This is an optimization exercise on Yosys and OpenROAD, whose aim is small area, a short achievable clock period and few clock cycles per item, not a production implementation. Where RTL was checked, it was by simulation tests only, not by an equivalence proof against the original. Power and IR drop assume default switching activity.

// fp_mul_pipe
module fp_mul_pipe
#(
  parameter int EXP_W = 8,
  parameter int MAN_W = 23
) (
  input  logic                 clk,
  input  logic                 reset,
  input  logic                 in_valid,
  output logic                 in_ready,
  input  logic [EXP_W+MAN_W:0] a,
  input  logic [EXP_W+MAN_W:0] b,
  output logic                 out_valid,
  input  logic                 out_ready,
  output logic [EXP_W+MAN_W:0] result,
  output logic [fp_pkg::FLAG_W-1:0]    flags
);
Settings: LEC_CHECK=0, CAP_MARGIN=20, CORE_MARGIN=2, CORE_UTILIZATION=40, SETUP_SLACK_MARGIN=4.0, SLEW_MARGIN=20; clock period 7.5 ns.
run.sh (not shown) runs the stock make flow with config.mk's settings and CLKGATE_MAP_FILE= SYNTH_SCRIPT=/design/flow/synth_recipe.tcl, a recipe that flattens the netlist after the stock synthesis.
The first run completed without violations.
Next try:
--- a/flow/config.mk
+++ b/flow/config.mk
@@ -9,3 +9,3 @@
 export CORE_MARGIN = 2
-export CORE_UTILIZATION = 40
+export CORE_UTILIZATION = 60
 export SETUP_SLACK_MARGIN = 4.0
Routed wire length rose by 5.3%. Global-route usage rose by 13 points. Worst hold slack hardly moves. Clock-buffer cell count does not change. Cell area rose by 1.2%. Cell count fell by 6.7%. Power rose by 3.9%. Setup slack got worse by 0.16 ns. Synthesized cell count is unchanged. Maximum frequency fell by 3.1%. Synthesized area does not change.
Function was not checked in any run of this note: the RTL went through the layout flow alone.

---

Another version of the RTL of fp_mul_pipe (not shown whole).
Size: roughly 110 I/O pins, ~25000 um2 of cells after synthesis.
// fp_mul_pipe
module fp_mul_pipe
#(
  parameter int EXP_W = 8,
  parameter int MAN_W = 23
) (
  input  logic                 clk,
  input  logic                 reset,
  input  logic                 in_valid,
  output logic                 in_ready,
  input  logic [EXP_W+MAN_W:0] a,
  input  logic [EXP_W+MAN_W:0] b,
  output logic                 out_valid,
  input  logic                 out_ready,
  output logic [EXP_W+MAN_W:0] result,
  output logic [fp_pkg::FLAG_W-1:0]    flags
);
export LEC_CHECK = 0
export CAP_MARGIN = 20
export CORE_MARGIN = 2
export CORE_UTILIZATION = 40
export CTS_BUF_LIST = sky130_fd_sc_hd__clkbuf_4 sky130_fd_sc_hd__clkbuf_8
export SETUP_SLACK_MARGIN = 4.2
export SLEW_MARGIN = 20
export TNS_END_PERCENT = 0
create_clock -name core_clock -period 7.5 [get_ports {clk}]
standard.sh (not shown) runs the stock make flow with config.mk's settings and CLKGATE_MAP_FILE= SYNTH_SCRIPT=/design/flow/synth_recipe.tcl, a recipe that flattens the netlist after the stock synthesis.
==> flow/flow/run.sh <==
#!/bin/bash
# The standard layout with two changes after the standard synthesis:
#  - fa_polarity.py complements full adders and xor/xnor cells of the synthesized netlist where
#    that removes inverters between them (same registers, same function);
#  - the port buffers are sky130_fd_sc_hd__buf_2 cells (which the resizer may later size like any
#    buffer) instead of the resizer's default choice.
# Each tool's full output goes to a log file in this folder; ORFS keeps its own logs in orfs/logs.
set -euo pipefail
R=orfs/results/${FLOW_PLATFORM:-sky130hd}/fp_mul_pipe/base
bash standard.sh synth > synth.log 2>&1
cp $R/1_2_yosys.v synth_netlist.v
python3 flow/fa_polarity.py synth_netlist.v $R/1_2_yosys.v "$FLOW_HOME/platforms/${FLOW_PLATFORM:-sky130hd}/lib/sky130_fd_sc_hd__tt_025C_1v80.lib" > polarity.log 2>&1
touch $R/1_2_yosys.v
bash standard.sh "BUFFER_PORTS_ARGS=-buffer_cell sky130_fd_sc_hd__buf_2" RECOVER_POWER=100 finish > layout.log 2>&1
Other scripts of this flow, unchanged in this note and not shown: flow/flow/fa_polarity.py
The starting point completed and failed the layout checks on capacitance limit, slew limit.
Testbench counts at the start, summed over its fixed seeds: cycles 2,432, items 2,400.
==> next run, changes <==
--- a/flow/flow/run.sh
+++ b/flow/flow/run.sh
@@ -13,2 +13,2 @@
 touch $R/1_2_yosys.v
-bash standard.sh "BUFFER_PORTS_ARGS=-buffer_cell sky130_fd_sc_hd__buf_2" RECOVER_POWER=100 finish > layout.log 2>&1
+bash standard.sh "BUFFER_PORTS_ARGS=-buffer_cell sky130_fd_sc_hd__buf_2" finish > layout.log 2>&1
CORE_UTILIZATION = 50   (was 40)
What happened: With this change the flow went through all stages and came out clean. Cell count is lower by a few percent. Synthesized cell count is unchanged. Sequential share of layout area decreases by 0.40 points. First-iteration DRC count grows by roughly a tenth.
==> next run, changes <==
CORE_UTILIZATION = 40   (was 50)
PLACE_DENSITY = 0.75   (was default)
After rerunning: Routed wire length goes down by a few percent; final area stays flat; area after synthesis is unchanged; sequential share of layout area barely changes; synthesized cell count is unchanged; global-route usage goes down by 6.9 points.
==> next run, changes <==
CTS_BUF_LIST = default   (was sky130_fd_sc_hd__clkbuf_4 sky130_fd_sc_hd__clkbuf_8)
PLACE_DENSITY = default   (was 0.75)
SETUP_SLACK_MARGIN = 4.6   (was 4.2)
Clock skew goes down by 0.030 ns.
Final area came out higher by 0.87%.
Core utilization grows by 0.41 points.
Global-route usage increases by 0.14 points.
Non-clock buffer count went down by 4.
Cell count drops by 1.1%.
Fmax goes up by 4.3%.
Die area is unchanged.
Via count falls by 2.4%.
Critical path depth rose by 1.
Register-to-register slack is better by 0.15 ns.
==> next run, changes <==
SETUP_SLACK_MARGIN = 4.2   (was 4.6)
Worst setup slack does not change.
Total power does not change.
Clock power hardly moves.
Critical path depth does not change.
Die area is unchanged.

[separate check: timing with driven ports]
No port has a modelled driver above. Below, the same layouts with a new extraction and two added sets of constraints. Step 1 sets driving cells, clkbuf_16 on the clock port and buf_2 on the other inputs (assumed; they add their load-dependent delay and slew). Step 2 adds t to the input delays and takes it off the output delays; t is the mean of the earliest and latest rising clock arrival at the registers after step 1. Input paths then give back, and output paths get back, about the clock's delay inside the block. Three values: ideal ports, drivers, drivers and shift; two values: the first two.
run	shift t [ns]	setup WS [ns]	worst setup path at the end	pins driven straight from the clock port
the first run of note 1	0.557	2.557 / 2.557 / 2.557	register to register	1
the second run of note 1	0.540	2.398 / 2.398 / 2.398	register to register	1
the first run of note 2	0.710	3.247 / 3.273 / 2.563	input to register	1
the second run of note 2	0.696	3.982 / 3.982 / 3.608	input to register	1
the third run of note 2	0.669	3.898 / 3.898 / 3.752	input to register	1
the fourth run of note 2	0.607	4.046 / 4.046 / 3.801	input to register	1
the fifth run of note 2	0.607	4.046 / 4.046 / 3.801	input to register	1
For the first run of note 2, which loses most, drivers alone change the setup slack by +0.026 ns; drivers and shift together by -0.684 ns.
